Source: an optimization exercise on an open RTL-to-GDS flow (aim: small area and few clock cycles per item). Production flows keep margins and buffers that such runs may drop.
Function was checked by simulation only, so behaviour that the tests miss may differ from the original.
Power and IR drop assume default switching activity.

--- design/flow/design.v ---
`default_nettype none
package bbp_pkg;
  localparam int unsigned MaxAssetsDefault = 16;
  localparam int unsigned MaxStepsDefault  = 1024;
  localparam int unsigned AssetW  = 4;
  localparam int unsigned StepW   = 10;
  localparam int unsigned PriceW  = 32;
  localparam int unsigned WeightW = 16;
  localparam int unsigned StrikeW = 16;
  localparam int unsigned TStepsW = 11;
  localparam int unsigned ACountW = 5;
  localparam int unsigned CfgIdxW = 2;
  localparam int unsigned CfgW    = 16;
  localparam int unsigned SumW    = 64;
  localparam int unsigned ProdW   = PriceW + 1 + WeightW;
  localparam int unsigned FracDrop = 12;
  localparam int unsigned StrikeShift = 28;
  localparam int unsigned InDataW = 128;
  localparam logic [CfgIdxW-1:0] CFG_STRIKE = 2'd0;
  localparam logic [CfgIdxW-1:0] CFG_TSTEPS = 2'd1;
  localparam logic [CfgIdxW-1:0] CFG_ACOUNT = 2'd2;
  localparam logic CMD_LOAD   = 1'b0;
  localparam logic CMD_SAMPLE = 1'b1;
  typedef struct packed {
    logic [WeightW-1:0] weight;
    logic [PriceW-1:0]  lower;
    logic [PriceW-1:0]  upper;
  } bbp_entry_t;
endpackage
`default_nettype wire
`default_nettype none
module bbp_tables #(
  parameter int unsigned MAX_ASSETS = bbp_pkg::MaxAssetsDefault
) (
  input  wire                                          clk_i,
  input  wire                                          we_i,
  input  wire  [(MAX_ASSETS > 1 ? $clog2(MAX_ASSETS) : 1)-1:0] waddr_i,
  input  bbp_pkg::bbp_entry_t                          wdata_i,
  input  wire                                          re_i,
  input  wire  [(MAX_ASSETS > 1 ? $clog2(MAX_ASSETS) : 1)-1:0] raddr_i,
  output bbp_pkg::bbp_entry_t                          rdata_o
);
  logic [bbp_pkg::WeightW+2*bbp_pkg::PriceW-1:0] mem_q [MAX_ASSETS];
  logic [bbp_pkg::WeightW+2*bbp_pkg::PriceW-1:0] rdata_q;
  always_ff @(posedge clk_i) begin
    if (we_i) begin
      mem_q[waddr_i] <= wdata_i;
    end
  end
  always_ff @(posedge clk_i) begin
    if (re_i) begin
      rdata_q <= mem_q[raddr_i];
    end
  end
  assign rdata_o = rdata_q;
endmodule
`default_nettype wire
`default_nettype none
module barrier_basket_payoff #(
  parameter int unsigned MAX_ASSETS = bbp_pkg::MaxAssetsDefault,
  parameter int unsigned MAX_STEPS  = bbp_pkg::MaxStepsDefault
) (
  input  wire                                clk_i,
  input  wire                                rst_ni,
  input  wire                                cfg_we_i,
  input  wire  [bbp_pkg::CfgIdxW-1:0]        cfg_idx_i,
  input  wire  [bbp_pkg::CfgW-1:0]           cfg_data_i,
  input  wire                                s_axis_tvalid,
  output logic                               s_axis_tready,
  input  wire  [bbp_pkg::InDataW-1:0]        s_axis_tdata,
  input  wire                                s_axis_tuser,
  input  wire                                s_axis_tlast,
  output logic                               m_axis_tvalid,
  input  wire                                m_axis_tready,
  output logic [bbp_pkg::PriceW-1:0]         m_axis_tdata,
  output logic                               m_axis_tuser
);
  localparam int unsigned AW  = (MAX_ASSETS > 1) ? $clog2(MAX_ASSETS) : 1;
  localparam int unsigned IW  = 7;
  localparam int unsigned MSW = $clog2(MAX_STEPS + 1);
  localparam int unsigned SW  = (MSW > bbp_pkg::TStepsW) ? MSW : bbp_pkg::TStepsW;
  localparam logic [SW-1:0]  MaxStepsC  = SW'(MAX_STEPS);
  localparam logic [IW-1:0]  MaxAssetsC = IW'(MAX_ASSETS);
  localparam int unsigned SW64 = bbp_pkg::SumW;
  logic [bbp_pkg::StrikeW-1:0] strike_q;
  logic [bbp_pkg::TStepsW-1:0] tsteps_q;
  logic [bbp_pkg::ACountW-1:0] acount_q;
  always_ff @(posedge clk_i or negedge rst_ni) begin
    if (!rst_ni) begin
      strike_q <= '0;
      tsteps_q <= bbp_pkg::TStepsW'(1);
      acount_q <= bbp_pkg::ACountW'(1);
    end else if (cfg_we_i) begin
      unique case (cfg_idx_i)
        bbp_pkg::CFG_STRIKE: strike_q <= cfg_data_i[bbp_pkg::StrikeW-1:0];
        bbp_pkg::CFG_TSTEPS: tsteps_q <= cfg_data_i[bbp_pkg::TStepsW-1:0];
        bbp_pkg::CFG_ACOUNT: acount_q <= cfg_data_i[bbp_pkg::ACountW-1:0];
        default: ;
      endcase
    end
  end
  logic [bbp_pkg::AssetW-1:0]  in_asset;
  logic [bbp_pkg::StepW-1:0]   in_step;
  logic [bbp_pkg::PriceW-1:0]  in_price;
  bbp_pkg::bbp_entry_t         in_entry;
  assign in_asset        = s_axis_tdata[3:0];
  assign in_step         = s_axis_tdata[13:4];
  assign in_price        = s_axis_tdata[45:14];
  assign in_entry.weight = s_axis_tdata[61:46];
  assign in_entry.lower  = s_axis_tdata[93:62];
  assign in_entry.upper  = s_axis_tdata[125:94];
  logic            in_take;
  logic [IW-1:0]   asset_ext;
  logic            asset_in_tbl;
  logic            asset_used;
  logic [SW-1:0]   steps_eff;
  logic [SW-1:0]   step_ext;
  logic            step_ok;
  logic            step_final;
  logic            load_we;
  logic            sample_go;
  assign in_take      = s_axis_tvalid && s_axis_tready;
  assign asset_ext    = IW'(in_asset);
  assign asset_in_tbl = asset_ext < MaxAssetsC;
  assign asset_used   = asset_in_tbl && (asset_ext < IW'(acount_q));
  assign steps_eff    = (SW'(tsteps_q) < MaxStepsC) ? SW'(tsteps_q) : MaxStepsC;
  assign step_ext     = SW'(in_step);
  assign step_ok      = step_ext < steps_eff;
  assign step_final   = (step_ext + SW'(1)) == steps_eff;
  assign load_we      = in_take && (s_axis_tuser == bbp_pkg::CMD_LOAD) && asset_in_tbl;
  assign sample_go    = in_take && (s_axis_tuser == bbp_pkg::CMD_SAMPLE) && asset_used;
  bbp_pkg::bbp_entry_t tbl_rd;
  bbp_tables #(
    .MAX_ASSETS (MAX_ASSETS)
  ) u_tables (
    .clk_i   (clk_i),
    .we_i    (load_we),
    .waddr_i (asset_ext[AW-1:0]),
    .wdata_i (in_entry),
    .re_i    (sample_go),
    .raddr_i (asset_ext[AW-1:0]),
    .rdata_o (tbl_rd)
  );
  logic s1_v_q, s2_v_q, s3_v_q, out_v_q;
  logic s1_ok_q, s1_fin_q, s1_last_q;
  logic [bbp_pkg::PriceW-1:0] s1_price_q;
  logic s2_acc_q, s2_brk_q, s2_last_q;
  logic signed [bbp_pkg::ProdW-1:0] s2_prod_q;
  logic out_free, s3_free, s2_adv, s2_free, s1_adv, s1_free;
  assign out_free = !out_v_q || m_axis_tready;
  assign s3_free  = !s3_v_q || out_free;
  assign s2_adv   = s2_v_q && (!s2_last_q || s3_free);
  assign s2_free  = !s2_v_q || s2_adv;
  assign s1_adv   = s1_v_q && s2_free;
  assign s1_free  = !s1_v_q || s1_adv;
  assign s_axis_tready = s1_free;
  always_ff @(posedge clk_i or negedge rst_ni) begin
    if (!rst_ni) begin
      s1_v_q <= 1'b0;
    end else if (s1_free) begin
      s1_v_q <= sample_go;
    end
  end
  always_ff @(posedge clk_i) begin
    if (sample_go) begin
      s1_ok_q    <= step_ok;
      s1_fin_q   <= step_ok && step_final;
      s1_last_q  <= s_axis_tlast;
      s1_price_q <= in_price;
    end
  end
  logic signed [bbp_pkg::ProdW-1:0] prod;
  logic                             breach;
  assign prod   = $signed({1'b0, s1_price_q}) * $signed(tbl_rd.weight);
  assign breach = s1_ok_q && ((s1_price_q < tbl_rd.lower) || (s1_price_q > tbl_rd.upper));
  always_ff @(posedge clk_i or negedge rst_ni) begin
    if (!rst_ni) begin
      s2_v_q <= 1'b0;
    end else if (s2_free) begin
      s2_v_q <= s1_adv;
    end
  end
  always_ff @(posedge clk_i) begin
    if (s1_adv) begin
      s2_prod_q <= prod;
      s2_acc_q  <= s1_fin_q;
      s2_brk_q  <= breach;
      s2_last_q <= s1_last_q;
    end
  end
  logic [SW64-1:0] sum_q;
  logic            brk_q;
  logic [SW64-1:0] sum_d;
  logic            brk_d;
  logic [SW64-1:0] res_sum_q;
  logic            res_brk_q;
  assign sum_d = sum_q + (s2_acc_q ? SW64'(s2_prod_q) : '0);
  assign brk_d = brk_q || s2_brk_q;
  always_ff @(posedge clk_i or negedge rst_ni) begin
    if (!rst_ni) begin
      sum_q  <= '0;
      brk_q  <= 1'b0;
      s3_v_q <= 1'b0;
    end else begin
      if (s2_adv) begin
        if (s2_last_q) begin
          sum_q <= '0;
          brk_q <= 1'b0;
        end else begin
          sum_q <= sum_d;
          brk_q <= brk_d;
        end
      end
      if (s2_adv && s2_last_q) begin
        s3_v_q <= 1'b1;
      end else if (out_free) begin
        s3_v_q <= 1'b0;
      end
    end
  end
  always_ff @(posedge clk_i) begin
    if (s2_adv && s2_last_q) begin
      res_sum_q <= sum_d;
      res_brk_q <= brk_d;
    end
  end
  logic [SW64-1:0]             diff;
  logic                        in_money;
  logic                        sat;
  logic [bbp_pkg::PriceW-1:0]  payoff;
  logic [bbp_pkg::PriceW-1:0]  out_data_q;
  logic                        out_ko_q;
  assign diff     = res_sum_q - (SW64'(strike_q) << bbp_pkg::StrikeShift);
  assign in_money = !res_brk_q && (diff != '0) && !diff[SW64-1];
  assign sat      = |diff[SW64-2:bbp_pkg::PriceW+bbp_pkg::FracDrop];
  assign payoff   = !in_money ? '0 :
                    sat ? '1 : diff[bbp_pkg::PriceW+bbp_pkg::FracDrop-1:bbp_pkg::FracDrop];
  always_ff @(posedge clk_i or negedge rst_ni) begin
    if (!rst_ni) begin
      out_v_q <= 1'b0;
    end else if (out_free) begin
      out_v_q <= s3_v_q;
    end
  end
  always_ff @(posedge clk_i) begin
    if (out_free && s3_v_q) begin
      out_data_q <= payoff;
      out_ko_q   <= res_brk_q;
    end
  end
  assign m_axis_tvalid = out_v_q;
  assign m_axis_tdata  = out_data_q;
  assign m_axis_tuser  = out_ko_q;
endmodule
`default_nettype wire
--- design/flow/run.sh ---
#!/bin/bash
# synth_recipe.tcl (not shown) runs the flow's synth.tcl, then flattens the netlist and writes it again
# the make line also repeats each setting of config.mk as NAME=value (left out here)
make -C /OpenROAD-flow-scripts/flow DESIGN_CONFIG=/design/flow/config.mk WORK_HOME=/design/flow/orfs CLKGATE_MAP_FILE= SYNTH_SCRIPT=/design/flow/synth_recipe.tcl finish
--- design/flow/config.mk ---
export PLATFORM = sky130hd
export DESIGN_NAME = barrier_basket_payoff
export DESIGN_NICKNAME = barrier_basket_payoff
export VERILOG_FILES = /design/flow/design.v
export SDC_FILE = /design/flow/constraint.sdc
export NUM_CORES = 4
export LEC_CHECK = 0
export CAP_MARGIN = 20
export CORE_MARGIN = 2
export CORE_UTILIZATION = 40
export SLEW_MARGIN = 20
--- design/flow/constraint.sdc ---
create_clock -name core_clock -period 10.0 [get_ports {clk_i}]
set_input_delay 2.0000 -clock core_clock [delete_from_list [all_inputs] [get_ports {clk_i}]]
set_output_delay 2.0000 -clock core_clock [all_outputs]
set_load 0.01 [all_outputs]
==> impl_metrics.json <==
{
  "status": "no timing/DRC/antenna violations",
  "finalWeightedCongestion": 0.8557,
  "viasPerCell": 5.381,
  "start_util_pct": 40.24,
  "path_cells": "buf_4, nand2_1, fa_1, inv_1, fa_1, fa_1, fa_1, fa_1, inv_1, fa_1, inv_1, ha_1, a21o_1, a31o_2, a221o_1, a221oi_1, o31a_1, o31a_1, nand2_1, a221o_1, a21oi_1, xnor2_1",
  "grt_pass1_wl_microns": 309600,
  "nets": 6579,
  "insertion_delay_ns": 0.86,
  "hold_violations": 0,
  "wl_microns": 205200,
  "ys_types": 81,
  "met2RoutedLength_microns": 101500,
  "cp_top_family": "adder cells",
  "min_path_type": "reg -> reg",
  "ctsResizeCount": 0,
  "rsz0062_at_grt": "no",
  "max_freq_mhz": 131.7,
  "syn_area_sq_um": 84330,
  "detail-route-antenna-nets": 0,
  "wl_per_cell_microns": 23.73,
  "filler_cell_count": 18190,
  "irDropWorstVdd_mv": 0.4813,
  "cts-htree-levels": 4,
  "cp.required_ns": 10.56,
  "report.final.slew_viol_count": 0,
  "post_cts_buffers": 0,
  "ys_ff_latch": 1646,
  "setup_violations": 0,
  "met1_length_microns": 86920,
  "final_cell_mix": "edfxtp_1, inv_1, fa_1, nand2_1, mux4_2",
  "dp.final_hpwl_microns": 122700,
  "routed.top_layer": "met5",
  "multi_input_area_sq_um": 32250,
  "slew_headroom_pct": 20.10,
  "die_h_microns": 463.1,
  "cts.reportedPaths.clkPinSlew_ns": 0.07,
  "holdWs_ns": 0.4359,
  "grt_max_degree": 133,
  "seqCellArea_sq_um": 48920,
  "tightest_slew_ns": 1.199,
  "area_delta_synth_final_pct": 13.32,
  "gr-total-overflow": 0,
  "antenna_found_initial": 22,
  "slowest_delay_ns": 0.78,
  "crit_buf_inv": 4,
  "worstSetupEndpointType": "flip-flop",
  "yosysWarnings": 2,
  "crit_type": "reg -> reg",
  "postCtsHoldBufs": 0,
  "seq_area_frac_synth_pct": 58.02,
  "synth_nets": 6369,
  "clk_path_buf_depth": 3,
  "syn_avg_cell_area_sq_um": 15.37,
  "maxCapViolations": 0,
  "final.setup_skew_ns": 0.08907,
  "post-route-period-util_pct": 75.96,
  "io_pins": 188,
  "cp_common_cell": "fa_1",
  "syn_inst": 5486,
  "drive_gt1_share_pct": 13.51,
  "std_cell_rows": 168,
  "async_flop_share_pct": 6.136,
  "grt_pass1_vias": 48590,
  "crit_path_start_kind": "flip-flop",
  "place_area_sq_um": 89700,
  "cellLeakagePower_nw": 35.23,
  "core_sq_um": 209600,
  "wl_met3_microns": 11230,
  "path_max_fanout": 22,
  "final_common_cell": "edfxtp_1",
  "grt_util_all_layers_pct": 19.16,
  "die_x_microns": 463.1,
  "drc": 0,
  "fin_crit_ns": 7.596,
  "power_density_nw_per_um2": 293.8,
  "io_buffers": 185,
  "final_area_sq_um": 95560,
  "cts_sinks": 1646,
  "rrSetupSlack_ns": 2.40,
  "cts_root_buffer": "clkbuf_16",
  "setup_tns_ns": 0,
  "drt_pass1_iterations": 6,
  "synth-edff-count": 1545,
  "first_iter_violations": 3876,
  "dr_total_vias": 46530,
  "slowest_stage": "edfxtp_1",
  "cts_buffers": 171,
  "critPathArrivalTime_ns": 8.15,
  "die_area_sq_um": 214500,
  "cts_tree": "yes",
  "ys.flop_type": "edfxtp_1"
}
## cell families (layout without fill, tap and decap cells)
logic type	Yosys count	count (layout)	synth area share, %
other cells	0	5	0
fa+ha+maj	730	730	14.57
mux	422	422	10.97
buf+inv	865	1217	3.904
xor+xnor	131	131	1.361
flops	1646	1646	58.02
simple gates	1084	1084	6.426
compound gates	608	608	4.751
## worst reg2reg max path: cells and delay by family (launching register included)
family | cells | cell delay (ns)
adder cells (fa/ha/maj) | 7 | 3.46
AO/OA/AOI/OAI | 8 | 2.10
flip-flops | 1 | 0.78
buffers and inverters | 4 | 0.61
AND/OR/NAND/NOR | 2 | 0.28
XOR/XNOR | 1 | 0.08
## cell usage after synthesis (21+ instances only)
library cell | n | share of area, %
nor2_1 | 133 | 0.59
xor2_1 | 41 | 0.43
buf_1 | 26 | 0.12
nand2b_1 | 39 | 0.29
o21bai_1 | 21 | 0.19
a22o_1 | 57 | 0.59
nor3_1 | 27 | 0.16
and2_1 | 282 | 2.1
xnor2_1 | 90 | 0.93
nor2b_1 | 29 | 0.22
mux4_2 | 400 | 11
a21o_1 | 92 | 0.82
nand3_1 | 48 | 0.28
edfxtp_1 | 1545 | 55
a21oi_1 | 171 | 1.0
nand4_1 | 45 | 0.33
dfrtp_1 | 99 | 2.9
ha_1 | 310 | 4.6
fa_1 | 420 | 10
clkbuf_1 | 197 | 0.88
nand2_1 | 402 | 1.8
inv_1 | 632 | 2.8
o21ai_0 | 109 | 0.65
## where the power goes
part,switching (mW),internal (mW)
clock network,2.77,3.76
logic,7.40,5.39
registers,0.200,8.55
total,10.4,17.7
## path summary, 6_finish.rpt
check | to | depth (start not counted) | start
worst max-delay path | s2_prod_q[47] | 22 | u_tables.rdata_q[74]
worst min-delay path | s2_last_q | 0 | s1_last_q
worst max register to register | s2_prod_q[47] | 22 | u_tables.rdata_q[74]
worst min register to register | s2_last_q | 0 | s1_last_q
max in group asynchronous | sum_q[36] | 2 | rst_ni
min in group asynchronous | tsteps_q[9] | 1 | rst_ni
## metal layers
layer / vias up / global-route usage (%)
met2: 1347 / 32.29
met3: 318 / 2.911
met1: 24350 / 25.77
met5: - / 0
li1: 20500 / -
met4: 18 / 5.471
## registers in the layout (all words and copies together) (netlist names), 5 cells and up
signal            count
tsteps_q             11
acount_q              5
strike_q             16
s1_price_q           32
out_data_q           32
res_sum_q            64
u_tables.mem_q     1280
sum_q                64
s2_prod_q            49
u_tables.rdata_q     80
## layout make-up
class | instances | share of cell area (%)
flip-flops and latches | 1646 | 51.20
clock buffers | 214 | 4.668
inverters | 633 | 2.486
multi-input cells | 2975 | 33.75
repair buffers | 269 | 2.755
diodes | 5 | 0.01309
clock inverters | 101 | 1.452
well taps | 2805 | 3.673
## per-stage QoR
stage          total power, mW  utilization [%]  cells  setup slack (ns)
6_report                 28.07            45.60   8648             2.404
5_1_grt                  30.36            45.59   8645             1.956
3_5_place_dp             21.67            42.80   8328             2.479
4_1_cts                  28.29            45.59   8643             2.433
2_1_floorplan            18.47                -   5486            0.7526
3_3_place_gp             21.49            42.80   8328             2.462
Testbench counts, summed over its fixed seeds: cycles 15,456, items 320.

[re-timing with driven ports]
The flow's constraints put no driver on any port. The routed layout listed below was extracted and timed again, unchanged, in two steps.
Step 1, drivers: a clkbuf_16 drives clk_i and a buf_2 each remaining input, both assumed.
Step 2 moves the port delays by t, midway between the first and last clock arrival at a register: inputs arrive t later, outputs are due t later. That takes back most of the time a late clock gives input paths.
Three values: ideal ports, drivers, drivers and shift; two values: the first two.
t, ns: 0.911
slack for setup (ns): 2.404 / 2.404 / 2.404
worst hold slack (ns): 0.436 / 0.436 / 0.436
worst data-port slew with drivers (ns): 0.17
cell pins on the clock port's net: 1
After both steps this run still meets setup and hold. For this run, drivers alone change the setup slack by 0.000 ns; drivers and shift together by 0.000 ns.
